Source: an optimization exercise on an open RTL-to-GDS flow (aim: small area, a short achievable clock period and few clock cycles per item). Production flows keep margins and buffers that such runs may drop.
Function was checked by simulation only, so behaviour that the tests miss may differ from the original.

<file path="flow/constraint.sdc">
create_clock -name core_clock -period 11.0 [get_ports {i_clk}]
set_input_delay 2.2000 -clock core_clock [delete_from_list [all_inputs] [get_ports {i_clk}]]
set_output_delay 2.2000 -clock core_clock [all_outputs]
set_load 0.01 [all_outputs]
</file>
<file path="flow/run.sh">
#!/bin/bash
# synth_recipe.tcl (not shown) runs the flow's synth.tcl, then flattens the netlist and writes it again
# the make line also repeats each setting of config.mk as NAME=value (left out here)
make -C /OpenROAD-flow-scripts/flow DESIGN_CONFIG=/design/flow/config.mk WORK_HOME=/design/flow/orfs CLKGATE_MAP_FILE= SYNTH_SCRIPT=/design/flow/synth_recipe.tcl finish
</file>
<file path="flow/config.mk">
export PLATFORM = sky130hd
export DESIGN_NAME = triangle_tangent_normal
export DESIGN_NICKNAME = triangle_tangent_normal
export VERILOG_FILES = /design/flow/design.v
export SDC_FILE = /design/flow/constraint.sdc
export NUM_CORES = 4
export LEC_CHECK = 0
export CAP_MARGIN = 20
export CORE_MARGIN = 2
export CORE_UTILIZATION = 40
export SLEW_MARGIN = 20
</file>
<file path="flow/design.v">
`default_nettype none
package ttn_pkg;
    localparam int COORD_BITS = 32;
    localparam int FRAC_BITS  = 16;
    localparam int DW = COORD_BITS + 1;
    localparam int PW = 2 * DW;
    localparam int AW = PW + 1;
    localparam int QW = COORD_BITS - 1;
    localparam int NW = AW + FRAC_BITS;
    localparam int CW = AW + QW;
    localparam int RW = AW + 1;
    localparam int CNTW = $clog2(QW);
    localparam int NUM_FIELDS = 5;
    localparam int NUM_STEPS  = 14;
    localparam int SW         = $clog2(NUM_STEPS);
    typedef logic signed [COORD_BITS-1:0] t_coord;
    typedef logic signed [DW-1:0]         t_diff;
    localparam t_coord COORD_MAX = {1'b0, {(COORD_BITS-1){1'b1}}};
    localparam t_coord COORD_MIN = {1'b1, {(COORD_BITS-1){1'b0}}};
    function automatic t_diff f_diff(input t_coord a, input t_coord b);
        f_diff = t_diff'(a) - t_diff'(b);
    endfunction
endpackage
`default_nettype wire
`default_nettype none
module triangle_tangent_normal (
    input  wire logic            i_clk,
    input  wire logic            i_rst_n,
    input  wire logic            i_valid,
    output logic                 o_stall,
    input  wire ttn_pkg::t_coord i_pos_x,
    input  wire ttn_pkg::t_coord i_pos_y,
    input  wire ttn_pkg::t_coord i_pos_z,
    input  wire ttn_pkg::t_coord i_tex_u,
    input  wire ttn_pkg::t_coord i_tex_v,
    output logic                 o_valid,
    input  wire logic            i_stall,
    output ttn_pkg::t_coord      o_tangent_x,
    output ttn_pkg::t_coord      o_tangent_y,
    output ttn_pkg::t_coord      o_tangent_z,
    output ttn_pkg::t_coord      o_normal_x,
    output ttn_pkg::t_coord      o_normal_y,
    output ttn_pkg::t_coord      o_normal_z,
    output logic                 o_degenerate
);
    localparam logic [2:0] S_IDLE = 3'd0;
    localparam logic [2:0] S_OPS  = 3'd1;
    localparam logic [2:0] S_MUL  = 3'd2;
    localparam logic [2:0] S_ACC  = 3'd3;
    localparam logic [2:0] S_FIN  = 3'd4;
    localparam logic [2:0] S_DCHK = 3'd5;
    localparam logic [2:0] S_DIV  = 3'd6;
    localparam logic [2:0] S_DONE = 3'd7;
    localparam logic [1:0] PH_V0 = 2'd0;
    localparam logic [1:0] PH_V1 = 2'd1;
    localparam logic [1:0] PH_V2 = 2'd2;
    localparam int F_X = 0;
    localparam int F_Y = 1;
    localparam int F_Z = 2;
    localparam int F_U = 3;
    localparam int F_V = 4;
    localparam logic [ttn_pkg::SW-1:0] ST_DET  = ttn_pkg::SW'(1);
    localparam logic [ttn_pkg::SW-1:0] ST_TAN  = ttn_pkg::SW'(9);
    localparam logic [ttn_pkg::SW-1:0] ST_LAST = ttn_pkg::SW'(ttn_pkg::NUM_STEPS - 1);
    logic [2:0]           r_state;
    logic [1:0]           r_phase;
    logic [ttn_pkg::SW-1:0]        r_step;
    ttn_pkg::t_coord               r_v0 [ttn_pkg::NUM_FIELDS];
    ttn_pkg::t_coord               r_v1 [ttn_pkg::NUM_FIELDS];
    ttn_pkg::t_coord               r_v2 [ttn_pkg::NUM_FIELDS];
    ttn_pkg::t_diff                r_opa;
    ttn_pkg::t_diff                r_opb;
    logic signed [ttn_pkg::PW-1:0] r_prod;
    logic signed [ttn_pkg::AW-1:0] r_acc;
    logic [ttn_pkg::AW-1:0]        r_den;
    logic                 r_dneg;
    logic                 r_degen;
    logic [ttn_pkg::AW-1:0]        r_num;
    logic                 r_tneg;
    logic [ttn_pkg::RW-1:0]        r_rem;
    logic [ttn_pkg::QW-1:0]        r_nlo;
    logic [ttn_pkg::QW-1:0]        r_q;
    logic [ttn_pkg::CNTW-1:0]      r_cnt;
    ttn_pkg::t_coord               r_tan [3];
    ttn_pkg::t_coord               r_nrm [3];
    logic                 r_ovalid;
    ttn_pkg::t_coord               r_otan [3];
    ttn_pkg::t_coord               r_onrm [3];
    logic                 r_odeg;
    ttn_pkg::t_coord  w_in [ttn_pkg::NUM_FIELDS];
    ttn_pkg::t_diff   w_opa;
    ttn_pkg::t_diff   w_opb;
    ttn_pkg::t_diff   w_du1u, w_du1v, w_du2u, w_du2v;
    ttn_pkg::t_diff   w_dp1 [3];
    ttn_pkg::t_diff   w_dp2 [3];
    ttn_pkg::t_diff   w_a [3];
    ttn_pkg::t_diff   w_b [3];
    logic              w_acc_neg;
    logic [ttn_pkg::AW-1:0]     w_abs;
    logic [ttn_pkg::AW-1:0]     w_nmag;
    logic              w_nsat;
    ttn_pkg::t_coord            w_nval;
    logic [1:0]        w_nidx;
    logic [1:0]        w_tidx;
    logic              w_ovf;
    logic [ttn_pkg::RW-1:0]     w_t;
    logic              w_ge;
    logic [ttn_pkg::QW-1:0]     w_q;
    ttn_pkg::t_coord            w_qval;
    logic              w_accept;
    logic              w_oload;
    assign w_in[F_X] = i_pos_x;
    assign w_in[F_Y] = i_pos_y;
    assign w_in[F_Z] = i_pos_z;
    assign w_in[F_U] = i_tex_u;
    assign w_in[F_V] = i_tex_v;
    assign o_stall  = (r_state != S_IDLE);
    assign w_accept = i_valid && !o_stall;
    assign w_oload  = (r_state == S_DONE) && (!r_ovalid || !i_stall);
    assign w_du1u = ttn_pkg::f_diff(r_v1[F_U], r_v0[F_U]);
    assign w_du1v = ttn_pkg::f_diff(r_v1[F_V], r_v0[F_V]);
    assign w_du2u = ttn_pkg::f_diff(r_v2[F_U], r_v0[F_U]);
    assign w_du2v = ttn_pkg::f_diff(r_v2[F_V], r_v0[F_V]);
    always_comb begin
        for (int i = 0; i < 3; i++) begin
            w_dp1[i] = ttn_pkg::f_diff(r_v1[i], r_v0[i]);
            w_dp2[i] = ttn_pkg::f_diff(r_v2[i], r_v0[i]);
            w_a[i]   = ttn_pkg::f_diff(r_v0[i], r_v1[i]);
            w_b[i]   = ttn_pkg::f_diff(r_v2[i], r_v1[i]);
        end
    end
    always_comb begin
        unique case (r_step)
            ttn_pkg::SW'(0):  begin w_opa = w_du1u;     w_opb = w_du2v; end
            ttn_pkg::SW'(1):  begin w_opa = w_du1v;     w_opb = w_du2u; end
            ttn_pkg::SW'(2):  begin w_opa = w_a[F_Y];   w_opb = w_b[F_Z]; end
            ttn_pkg::SW'(3):  begin w_opa = w_a[F_Z];   w_opb = w_b[F_Y]; end
            ttn_pkg::SW'(4):  begin w_opa = w_a[F_Z];   w_opb = w_b[F_X]; end
            ttn_pkg::SW'(5):  begin w_opa = w_a[F_X];   w_opb = w_b[F_Z]; end
            ttn_pkg::SW'(6):  begin w_opa = w_a[F_X];   w_opb = w_b[F_Y]; end
            ttn_pkg::SW'(7):  begin w_opa = w_a[F_Y];   w_opb = w_b[F_X]; end
            ttn_pkg::SW'(8):  begin w_opa = w_dp1[F_X]; w_opb = w_du2v; end
            ttn_pkg::SW'(9):  begin w_opa = w_dp2[F_X]; w_opb = w_du1v; end
            ttn_pkg::SW'(10): begin w_opa = w_dp1[F_Y]; w_opb = w_du2v; end
            ttn_pkg::SW'(11): begin w_opa = w_dp2[F_Y]; w_opb = w_du1v; end
            ttn_pkg::SW'(12): begin w_opa = w_dp1[F_Z]; w_opb = w_du2v; end
            ttn_pkg::SW'(13): begin w_opa = w_dp2[F_Z]; w_opb = w_du1v; end
            default: begin w_opa = '0;         w_opb = '0; end
        endcase
    end
    assign w_acc_neg = r_acc[ttn_pkg::AW-1];
    assign w_abs     = w_acc_neg ? ttn_pkg::AW'(-r_acc) : ttn_pkg::AW'(r_acc);
    assign w_nmag    = w_abs >> ttn_pkg::FRAC_BITS;
    assign w_nsat    = |w_nmag[ttn_pkg::AW-1:ttn_pkg::QW];
    assign w_nidx    = r_step[2:1] - 2'd1;
    assign w_tidx    = r_step[2:1];
    always_comb begin
        if (w_nsat) begin
            w_nval = w_acc_neg ? ttn_pkg::COORD_MIN : ttn_pkg::COORD_MAX;
        end else if (w_acc_neg) begin
            w_nval = -ttn_pkg::t_coord'({1'b0, w_nmag[ttn_pkg::QW-1:0]});
        end else begin
            w_nval = ttn_pkg::t_coord'({1'b0, w_nmag[ttn_pkg::QW-1:0]});
        end
    end
    assign w_ovf  = {{(ttn_pkg::CW-ttn_pkg::NW){1'b0}}, r_num, {ttn_pkg::FRAC_BITS{1'b0}}} >= {r_den, {ttn_pkg::QW{1'b0}}};
    assign w_t    = {r_rem[ttn_pkg::RW-2:0], r_nlo[ttn_pkg::QW-1]};
    assign w_ge   = w_t >= ttn_pkg::RW'(r_den);
    assign w_q    = {r_q[ttn_pkg::QW-2:0], w_ge};
    assign w_qval = r_tneg ? -ttn_pkg::t_coord'({1'b0, w_q}) : ttn_pkg::t_coord'({1'b0, w_q});
    always_ff @(posedge i_clk) begin
        if (!i_rst_n) begin
            r_state  <= S_IDLE;
            r_phase  <= PH_V0;
            r_step   <= '0;
            r_ovalid <= 1'b0;
        end else begin
            if (w_oload) begin
                r_ovalid <= 1'b1;
            end else if (r_ovalid && !i_stall) begin
                r_ovalid <= 1'b0;
            end
            unique case (r_state)
                S_IDLE: begin
                    if (w_accept) begin
                        unique case (r_phase)
                            PH_V0: begin
                                for (int f = 0; f < ttn_pkg::NUM_FIELDS; f++) r_v0[f]    <= w_in[f];
                                r_phase <= PH_V1;
                            end
                            PH_V1: begin
                                for (int f = 0; f < ttn_pkg::NUM_FIELDS; f++) r_v1[f]    <= w_in[f];
                                r_phase <= PH_V2;
                            end
                            default: begin
                                for (int f = 0; f < ttn_pkg::NUM_FIELDS; f++) r_v2[f]    <= w_in[f];
                                r_phase <= PH_V0;
                                r_step  <= '0;
                                r_state <= S_OPS;
                            end
                        endcase
                    end
                end
                S_OPS: begin
                    r_opa   <= w_opa;
                    r_opb   <= w_opb;
                    r_state <= S_MUL;
                end
                S_MUL: begin
                    r_prod  <= r_opa * r_opb;
                    r_state <= S_ACC;
                end
                S_ACC: begin
                    if (!r_step[0]) begin
                        r_acc   <= ttn_pkg::AW'(r_prod);
                        r_step  <= r_step + ttn_pkg::SW'(1);
                        r_state <= S_OPS;
                    end else begin
                        r_acc   <= r_acc - ttn_pkg::AW'(r_prod);
                        r_state <= S_FIN;
                    end
                end
                S_FIN: begin
                    if (r_step == ST_DET) begin
                        r_den   <= w_abs;
                        r_dneg  <= w_acc_neg;
                        r_degen <= (r_acc == '0);
                        r_step  <= r_step + ttn_pkg::SW'(1);
                        r_state <= S_OPS;
                    end else if (r_step < ST_TAN) begin
                        r_nrm[w_nidx] <= w_nval;
                        r_step        <= r_step + ttn_pkg::SW'(1);
                        r_state       <= S_OPS;
                    end else if (r_degen) begin
                        r_tan[w_tidx] <= '0;
                        r_step        <= r_step + ttn_pkg::SW'(1);
                        r_state       <= (r_step == ST_LAST) ? S_DONE : S_OPS;
                    end else begin
                        r_num   <= w_abs;
                        r_tneg  <= w_acc_neg ^ r_dneg;
                        r_state <= S_DCHK;
                    end
                end
                S_DCHK: begin
                    if (w_ovf) begin
                        r_tan[w_tidx] <= r_tneg ? ttn_pkg::COORD_MIN : ttn_pkg::COORD_MAX;
                        r_step        <= r_step + ttn_pkg::SW'(1);
                        r_state       <= (r_step == ST_LAST) ? S_DONE : S_OPS;
                    end else begin
                        r_rem   <= ttn_pkg::RW'(r_num >> (ttn_pkg::QW - ttn_pkg::FRAC_BITS));
                        r_nlo   <= {r_num[ttn_pkg::QW-ttn_pkg::FRAC_BITS-1:0], {ttn_pkg::FRAC_BITS{1'b0}}};
                        r_q     <= '0;
                        r_cnt   <= ttn_pkg::CNTW'(ttn_pkg::QW - 1);
                        r_state <= S_DIV;
                    end
                end
                S_DIV: begin
                    r_rem <= w_ge ? (w_t - ttn_pkg::RW'(r_den)) : w_t;
                    r_nlo <= {r_nlo[ttn_pkg::QW-2:0], 1'b0};
                    r_q   <= w_q;
                    r_cnt <= r_cnt - ttn_pkg::CNTW'(1);
                    if (r_cnt == '0) begin
                        r_tan[w_tidx] <= w_qval;
                        r_step        <= r_step + ttn_pkg::SW'(1);
                        r_state       <= (r_step == ST_LAST) ? S_DONE : S_OPS;
                    end
                end
                S_DONE: begin
                    if (w_oload) begin
                        for (int c = 0; c < 3; c++) r_otan[c] <= r_tan[c];
                        for (int c = 0; c < 3; c++) r_onrm[c] <= r_nrm[c];
                        r_odeg  <= r_degen;
                        r_state <= S_IDLE;
                    end
                end
                default: begin
                    r_state <= S_IDLE;
                end
            endcase
        end
    end
    assign o_valid      = r_ovalid;
    assign o_tangent_x  = r_otan[F_X];
    assign o_tangent_y  = r_otan[F_Y];
    assign o_tangent_z  = r_otan[F_Z];
    assign o_normal_x   = r_onrm[F_X];
    assign o_normal_y   = r_onrm[F_Y];
    assign o_normal_z   = r_onrm[F_Z];
    assign o_degenerate = r_odeg;
endmodule
`default_nettype wire
</file>
==> flow_metrics.py <==
metrics = {
    "timing": {
        "whs_ns": 0.3659,
        "max_freq_mhz": 106.7,
        "tightestPinTransition_ns": 1.203,
        "maxSlewHeadroom": 0.1981,
        "rsz0062_at_grt": "false",
        "period_needed_ns": 9.369,
        "clock_skew_ns": 0.09661,
        "hold_viol": 0,
        "setup_viol": 0,
        "period_share": 0.8517,
        "final_max_slew_viol_count": 0,
        "setup_tns_ns": 0,
    },
    "grt": {
        "grt_max_degree": 148,
        "grt-ovfl-total": 0,
        "grt_pass1_wl_um": 555100,
        "antenna_found_initial": 19,
        "grt_pass1_vias": 92510,
        "grt.total_usage": 0.2400,
    },
    "floorplan": {
        "num_rows": 200,
        "core_area_um2": 296800,
        "die_x_um": 549.9,
        "dieArea_um2": 302400,
        "start_util": 0.4016,
        "pin_count": 359,
        "die_h_um": 549.9,
    },
    "placement": {
        "hpwl_um": 289100,
        "port_buffers": 358,
        "place.gp.congestion": 0.9611,
    },
    "logic_synthesis": {
        "synth_flop_cell": "edfxtp_1",
        "syn_inst": 11710,
        "ys_ff_latch": 1328,
        "synth_edf_count": 1318,
        "synth_area_um2": 119200,
        "synth_fp_nets": 13860,
        "avgSynthCellArea_um2": 10.18,
        "ys_seq_area_frac": 0.3337,
        "postSynth.asyncResetShare": 0,
        "synth-warning-count": 11,
        "synth_cell_types": 90,
    },
    "detailed_routing": {
        "drc": 0,
        "vias_per_cell": 5.569,
        "firstDrtPassIters": 6,
        "drt_first_iter_violations": 7696,
        "route.antenna.remaining_nets": 0,
        "vias": 89100,
        "finalWirelength_um": 367100,
        "routedWlPerCell_um": 22.94,
    },
    "cts": {
        "holdBufCountCts": 0,
        "clkSinkCount": 1328,
        "path_clk_slew_ns": 0.06,
        "cts-resized-gates": 0,
        "clock-root-buffer": "clkbuf_16",
        "cts_made_buffers": 167,
        "htreeDepth": 4,
        "cts_buffer_depth": 4,
        "cts_setup_buffers": 0,
        "clkLatencyLatePin_ns": 0.88,
        "tritoncts": "done",
    },
    "setup_path": {
        "cp.arrival_ns": 9.95,
        "startpoint_type": "register",
        "worstSetupPathType": "register to register",
        "cp_max_fo": 22,
        "r2r_slack_ns": 1.63,
        "required_ns": 11.58,
        "end_kind": "register",
    },
    "final_layout": {
        "drive_gt1_frac": 0.05060,
        "fin_nets": 14080,
        "area_delta_synth_final_pct": 11.61,
        "utilization": 0.4482,
    },
    "flow_run": {
        "cap_violations": 0,
    },
    "run_status": {
        "status": "timing/DRC/antenna clean",
    },
    "worst_hold_path": {
        "hp-class": "register to register",
    },
}
-- registers in the layout, indices dropped and copies added (netlist names), 33 cells and up --
signal / count
r_v0: 160
r_opa: 33
r_prod: 66
r_opb: 33
r_num: 67
r_v1: 160
r_den: 67
r_v2: 160
r_rem: 67
r_tan: 96
r_nrm: 96
r_acc: 67
-- per-layer routing --
layer | vias up | wire length (um) | part of all wire | track usage
li1 | 40620 | - | - | -
met1 | 44290 | 154700 | 0.42 | 0.3152
met2 | 3447 | 172200 | 0.47 | 0.4023
met3 | 735 | 24440 | 0.067 | 0.03181
met4 | 6 | 15640 | 0.043 | 0.09195
met5 | - | 44 | 0.00012 | 0
-- cell type report --
type | count | area, um2
Antenna cell | 5 | 12.51
Clock inverter | 98 | 1229
Multi-Input combinational cell | 8238 | 71620
Fill cell | 27930 | 163800
Inverter | 1679 | 6302
Tap cell | 3939 | 4928
Clock buffer | 194 | 4280
Sequential cell | 1328 | 39780
Timing Repair Buffer | 518 | 4870
-- synth_stat cells, drive strengths merged, types with 156 or more instances --
cell type | instances | share of area
inv | 1678 | 0.053
edfxtp | 1318 | 0.33
fa | 1160 | 0.19
nand2 | 1024 | 0.032
ha | 828 | 0.087
a21oi | 649 | 0.027
and2 | 577 | 0.030
nor2 | 502 | 0.016
o21ai | 494 | 0.021
clkbuf | 428 | 0.013
xnor2 | 370 | 0.027
a21o | 321 | 0.020
xor2 | 197 | 0.014
nor3 | 163 | 0.0070
nand3 | 156 | 0.0066
-- final timing paths --
path,startpoint,endpoint,cells past startpoint
setup reg to reg,r_opa[17],r_prod[64],25
hold reg to reg,r_tan[0][27],o_tangent_x[27],0
hold / removal,r_tan[0][27],o_tangent_x[27],0
setup / recovery,r_opa[17],r_prod[64],25
-- stage by stage --
stage	area (um2)	setup WS, ns	cells
6_report	133000	1.631	16000
4_1_cts	133000	1.660	15990
3_5_place_dp	127500	1.698	15700
2_1_floorplan	119200	1.372	11710
3_3_place_gp	127400	1.310	15700
5_1_grt	133000	1.065	16000
-- critical path: stages (launching register included) --
cell and delay (ns):
edfxtp_1 1.09, nand2_1 0.19, fa_1 0.54, fa_1 0.50
inv_1 0.05, fa_1 0.47, inv_1 0.06, fa_1 0.49
fa_1 0.51, inv_1 0.05, fa_1 0.49, fa_1 0.49
inv_1 0.05, fa_1 0.47, inv_1 0.05, ha_1 0.37
a211oi_1 0.29, o21a_1 0.19, o31ai_1 0.10, or3_1 0.31
o221ai_1 0.57, a31oi_1 0.36, o21a_1 0.36, a41oi_1 0.49
o21ai_0 0.26, o311ai_0 0.35
-- logic make-up (layout without fill, tap and decap cells) --
family | Yosys count | after routing | share of synthesized area
fa+ha+maj | 1988 | 1988 | 0.2818
compound gates | 2453 | 2453 | 0.1327
other cells | 0 | 5 | 0
buf+inv | 2140 | 2489 | 0.06751
simple gates | 3065 | 3065 | 0.1278
mux | 165 | 165 | 0.01485
xor+xnor | 567 | 567 | 0.04167
flops | 1328 | 1328 | 0.3337
-- layout by cell type (no fill, tap or decap), types with 47 or more instances in the layout --
| cell | instances |
|---|---|
| nor3_1 | 152 |
| ha_1 | 828 |
| o21a_1 | 98 |
| mux2i_1 | 70 |
| nor2b_1 | 99 |
| xnor2_1 | 370 |
| buf_4 | 152 |
| o21ai_0 | 489 |
| o21bai_1 | 86 |
| mux2_2 | 95 |
| and2_1 | 575 |
| nand3_1 | 154 |
| a31oi_1 | 88 |
| a21o_1 | 319 |
| or3_1 | 50 |
| nand2b_1 | 115 |
| nor4_1 | 47 |
| a211oi_1 | 98 |
| clkbuf_16 | 167 |
| o22ai_1 | 121 |
| edfxtp_1 | 1318 |
| nor2_1 | 496 |
| o211ai_1 | 67 |
| inv_1 | 1678 |
| fa_1 | 1160 |
| and3_1 | 90 |
| xor2_1 | 197 |
| nand2_1 | 1020 |
| clkdlybuf4s50_1 | 358 |
| a21oi_1 | 644 |
| nand4_1 | 102 |
| o31ai_1 | 56 |
Testbench counts, summed over its fixed seeds: cycles 54,827, items 384.

==> afterwards: timing with drivers on the ports <==
No port has a modelled driver above. Below, the same layout with a new extraction and two added sets of constraints.
Step 1 sets driving cells, clkbuf_16 on the clock port and buf_2 on the other inputs (assumed; they add their load-dependent delay and slew).
Step 2 also shifts input and output timing later by t, the mid clock arrival at the registers, as if the neighbouring blocks saw the same clock.
Three values: no drivers, after step 1, after step 2; two values: the first two.
shift t [ns]: 0.922
slack for setup (ns): 1.631 / 1.631 / 1.631
hold WS [ns]: 0.366 / 0.366 / 0.366
worst setup path after step 2: register to register
slew at the worst register clock pin (ns): 0.07 / 0.07
After both steps setup and hold are still met in this run. For this run, drivers alone change the setup slack by 0.000 ns; drivers and shift together by 0.000 ns.
